From an optimization exercise on the open Yosys and OpenROAD flow, aimed at a short achievable clock period and few clock cycles per item; shortcuts taken in it are not production practice. Only simulation tests tie the RTL to the original design; equivalence was not proved. No driver is modelled on the clock port, so clock power and skew are understated where the tree is cut down; a real chip needs a root buffer or a tree. No activity file was given, so power comes from the tool's default toggle rates.

old:
// comp_mult_top
module comp_mult_top
#(
    parameter logic [15:0] APB_BASE = '0   
) (
    input  logic  clk,
    input  logic  rst_n,
    input  cmul_types_pkg::addr_t paddr,
    input  logic  pwrite,
    input  cmul_types_pkg::reg_t  pwdata,
    input  logic  psel,
    output logic  pready,
    output cmul_types_pkg::reg_t  prdata,
    output logic  pslverr,
    output logic  mem_ce,
    output logic  mem_we,
    output cmul_types_pkg::addr_t mem_addr,
    output cmul_types_pkg::elem_t mem_wr_data,
    input  cmul_types_pkg::elem_t mem_rd_data
);
Size in the first run: about 3,500 cells after synthesis, roughly 1,000 flip-flops.
export LEC_CHECK = 0
export ABC_CLOCK_PERIOD_IN_PS = 1500
export CAP_MARGIN = 20
export CORE_MARGIN = 2
export CORE_UTILIZATION = 40
export SETUP_SLACK_MARGIN = 4.6
export SLEW_MARGIN = 20
create_clock -name core_clock -period 6.5 [get_ports {clk}]
standard.sh (not shown) runs the stock make flow with config.mk's settings and CLKGATE_MAP_FILE= SYNTH_SCRIPT=/design/flow/synth_recipe.tcl, a recipe that flattens the netlist after the stock synthesis.
==> flow/flow/run.sh <==
#!/bin/bash
# Standard ORFS layout (the standard.sh), except that the clock tree is
# built by flow/mycts.tcl (a two-level buffer tree: 4 root buffers fed by the
# clock port, leaf buffers each driving a cluster of about 16 flip-flops) in
# place of TritonCTS. Everything else, synthesis included, is the standard flow.
set -euo pipefail
export MCTS_CLOCK_NET=clk
export MCTS_BUF=sky130_fd_sc_hd__clkbuf_16
export MCTS_ROOT_BUF=sky130_fd_sc_hd__clkbuf_16
export MCTS_SINKS_PER_LEAF=16
export MCTS_ROOTS=4
bash standard.sh finish PRE_CTS_TCL="$PWD/flow/mycts.tcl" > standard_flow.log 2>&1
Other scripts of this flow, unchanged in this note and not shown: flow/flow/mycts.tcl
Testbench counts of old, summed over its fixed seeds: cycles 21,041, items 2,070.
Here is what was changed in the inputs of new compared with old.
--- a/flow/design.v
+++ b/flow/design.v
@@ -83,15 +83,14 @@
     logic        clr_q;        
     logic        busy;         
     logic        start_q;      
     logic [15:0] num_reg;
     logic        num_nz_q;     
     logic        num_ge2_q;    
     logic [15:0] num_m1_q;     
-    logic        num_is1_q;    
     logic [15:0] b1, b2;       
     logic        eq_q;         
     logic [15:0] ra1, ra2, rw;   
     logic [15:0] ra1p, ra2p, rwp;       
     logic [15:0] ra1pp, ra2pp, rwpp;    
     logic        i1_q, i2_q, iw_q;      
     logic [15:0] pwp1_q, pwp2_q;        
@@ -106,14 +105,16 @@
     logic [1:0]  bus_id, ret_id;
     logic        bus_dup, ret_dup;
     logic [3:0]  v;            
     logic signed [7:0] cx1, cy1, cx2, cy2;
     logic [2:0]  oc;           
     logic [15:0] qf_left;      
     logic [15:0] qw_left;      
+    logic        sq_q;         
+    logic        pop_q;        
     logic        qw1;          
     logic        wrc;          
     logic [2:0]  wcnt;         
     logic        qd_q;         
     logic        sq_ok;        
     logic        wok;          
     logic        fin_q;        
@@ -146,25 +147,24 @@
     logic rd_op1;              
     logic [1:0] rd_id;
     logic wr_start_b;          
     logic wr_issue;
     logic [2:0] wcnt_n;
     logic pop;
     logic push;
-    logic [15:0] qf_eff;
     assign eq_q    = (b1 == b2);
     assign base1   = k1 ? pwdata_q : (i1_q ? ra1p : ra1);
     assign base2   = k2 ? pwdata_q : (i2_q ? ra2p : ra2);
     assign basew   = wres_q ? pwdata_q : (iw_q ? rwp : rw);
     assign go      = start_q & ~busy & num_nz_q;
     assign h1e     = k1 ? 2'd0 : h1;
     assign h2e     = k2 ? 2'd0 : h2;
     assign qdone   = qd_q & ~k1 & ~(k2 & ~qsame);
     assign oc_eff  = go ? 3'd1 : oc;
-    assign qf_eff  = go ? num_m1_q : qf_left;
+    assign qw1     = pop_q ? (qw_left == 16'd2) : (qw_left == 16'd1);
     logic sqg, inc1, inc2;
     logic [15:0] base1p, base2p;
     assign sqg        = sq_ok | (go & num_ge2_q);
     assign start_quad = ~wrc & qdone & sqg;
     assign inc1       = ~wrc & (qdone ? sqg : (h1e != 2'd2));
     assign inc2       = ~wrc & ~qdone & (h1e == 2'd2);
     assign rd_issue   = inc1 | inc2;
@@ -227,15 +227,14 @@
             done     <= 1'b0;
             clr_q    <= 1'b0;
             start_q  <= 1'b0;
             num_reg  <= '0;
             num_nz_q <= 1'b0;
             num_ge2_q <= 1'b0;
             num_m1_q <= '0;
-            num_is1_q <= 1'b0;
             k1       <= 1'b0;
             k2       <= 1'b0;
             wres_q   <= 1'b0;
             wnum_q   <= 1'b0;
             pwdata_q <= '0;
             b1       <= '0;
             b2       <= '0;
@@ -251,15 +250,14 @@
             wres_q    <= wr_res;
             wnum_q    <= wr_num;
             pwdata_q  <= pwdata;
             if (wnum_q) num_reg <= pwdata_q;
             if (wnum_q) begin
                 num_nz_q  <= (pwdata_q != '0);
                 num_ge2_q <= (pwdata_q[15:1] != '0);
-                num_is1_q <= (pwdata_q == 16'd1);
                 num_m1_q  <= pwdata_q - 16'd1;
             end
             if (k1) b1 <= pwdata_q;
             if (k2) b2 <= pwdata_q;
         end
     end
     always_ff @(posedge clk or negedge rst_n) begin
@@ -288,15 +286,16 @@
             ret_v    <= 1'b0;
             ret_id   <= '0;
             ret_dup  <= 1'b0;
             v        <= '0;
             oc       <= '0;
             qf_left  <= '0;
             qw_left  <= '0;
-            qw1      <= 1'b0;
+            sq_q     <= 1'b0;
+            pop_q    <= 1'b0;
             wrc      <= 1'b0;
             wcnt     <= '0;
             qd_q     <= 1'b0;
             sq_ok    <= 1'b0;
             wok      <= 1'b0;
             fin_q    <= 1'b0;
             fcnt     <= '0;
@@ -339,30 +338,29 @@
                 cap[0] = ret_ok & (ret_id == 2'd0);
                 cap[1] = ret_ok & (ret_id == 2'd1);
                 cap[2] = ret_ok & ((ret_id == 2'd2) | (ret_dup & (ret_id == 2'd0)));
                 cap[3] = ret_ok & ((ret_id == 2'd3) | (ret_dup & (ret_id == 2'd1)));
                 v <= cap | (v & ~{4{push}} & ~{k2, k2, k1, k1} & ~{4{fin_q}});
             end
             oc    <= oc_n;
-            sq_ok <= busy & ~fin_q & ((oc != 3'd4) | pop) & (qf_left != '0);
+            sq_ok <= busy & ~fin_q & ((oc != 3'd4) | pop)
+                   & (sq_q ? (qf_left != 16'd1) : (qf_left != '0));
             wok   <= busy_n & (fcnt_n != 3'd0);
-            if (start_quad)
-                qf_left <= qf_eff - 16'd1;
-            else if (go)
+            sq_q  <= start_quad;
+            pop_q <= pop;
+            if (go)
                 qf_left <= num_m1_q;
+            else if (sq_q)
+                qf_left <= qf_left - 16'd1;
             if (go)
                 qw_left <= num_reg;
-            else if (pop)
+            else if (pop_q)
                 qw_left <= qw_left - 16'd1;
             wrc    <= wrc ? (wcnt != 3'd4) : wr_start_b;
             wcnt   <= wcnt_n;
-            if (go)
-                qw1 <= num_is1_q;
-            else if (pop)
-                qw1 <= (qw_left == 16'd2);
             fin_q  <= pop & qw1;
             fcnt <= fcnt_n;
             s1v <= push;
             s2v <= s1v;
             s3v <= s2v;
             s4v <= s3v;
             s5v <= s4v;
[summary]
- new vs old: average footprint of a synthesized cell down slightly
- Between old and new, the clock-pin transition on the worst setup and hold timing paths figures differ only marginally.
- Maximum vdd drop of new falls short of that of old by a little under 10%.
- The share of power burned in registers of new and that of old are within noise of each other.
- Clock share of power delta (new -> old): insignificant
- From old to new the numbers moved as follows: pin slew with the least headroom to its limit down 61 ps; post-route worst setup slack shows a reduction of 12 ps; maximum frequency lost about 0.5%; final instance area has decreased; minimum clock period picked up an extra 12 ps.
- A launch point of the worst path of mem_addr_q[4] is what new shows, while mem_addr_q[14] belongs to old.
Testbench counts of new, summed over its fixed seeds: cycles 21,041, items 2,070.
No run of this note takes its clock network from TritonCTS; it comes from the design's own scripts or RTL.

port drivers added, routing unchanged:
The flow's constraints put no driver on any port. The routed layouts listed below were extracted and timed again, unchanged, in two steps. Step 1, drivers: a clkbuf_16 drives clk and a buf_2 each remaining input, both assumed. Step 2, shift: input delay + t, output delay - t, t = (earliest + latest rising clock arrival at the registers) / 2. This alone moves slack from input paths to output paths. Slacks: ideal / step 1 / step 2; pairs: ideal / step 1.
| run | shift t [ns] | slack for setup (ns) | worst setup path at the end |
|---|---|---|---|
| old | 0.615 | 4.248 / 4.111 / 3.756 | input to register |
| new | 0.598 | 4.236 / 4.098 / 3.841 | input to register |
After both steps every run listed still meets setup and hold. The setup slack of old, which loses most, moves by -0.137 ns with the drivers and by -0.492 ns with both steps.
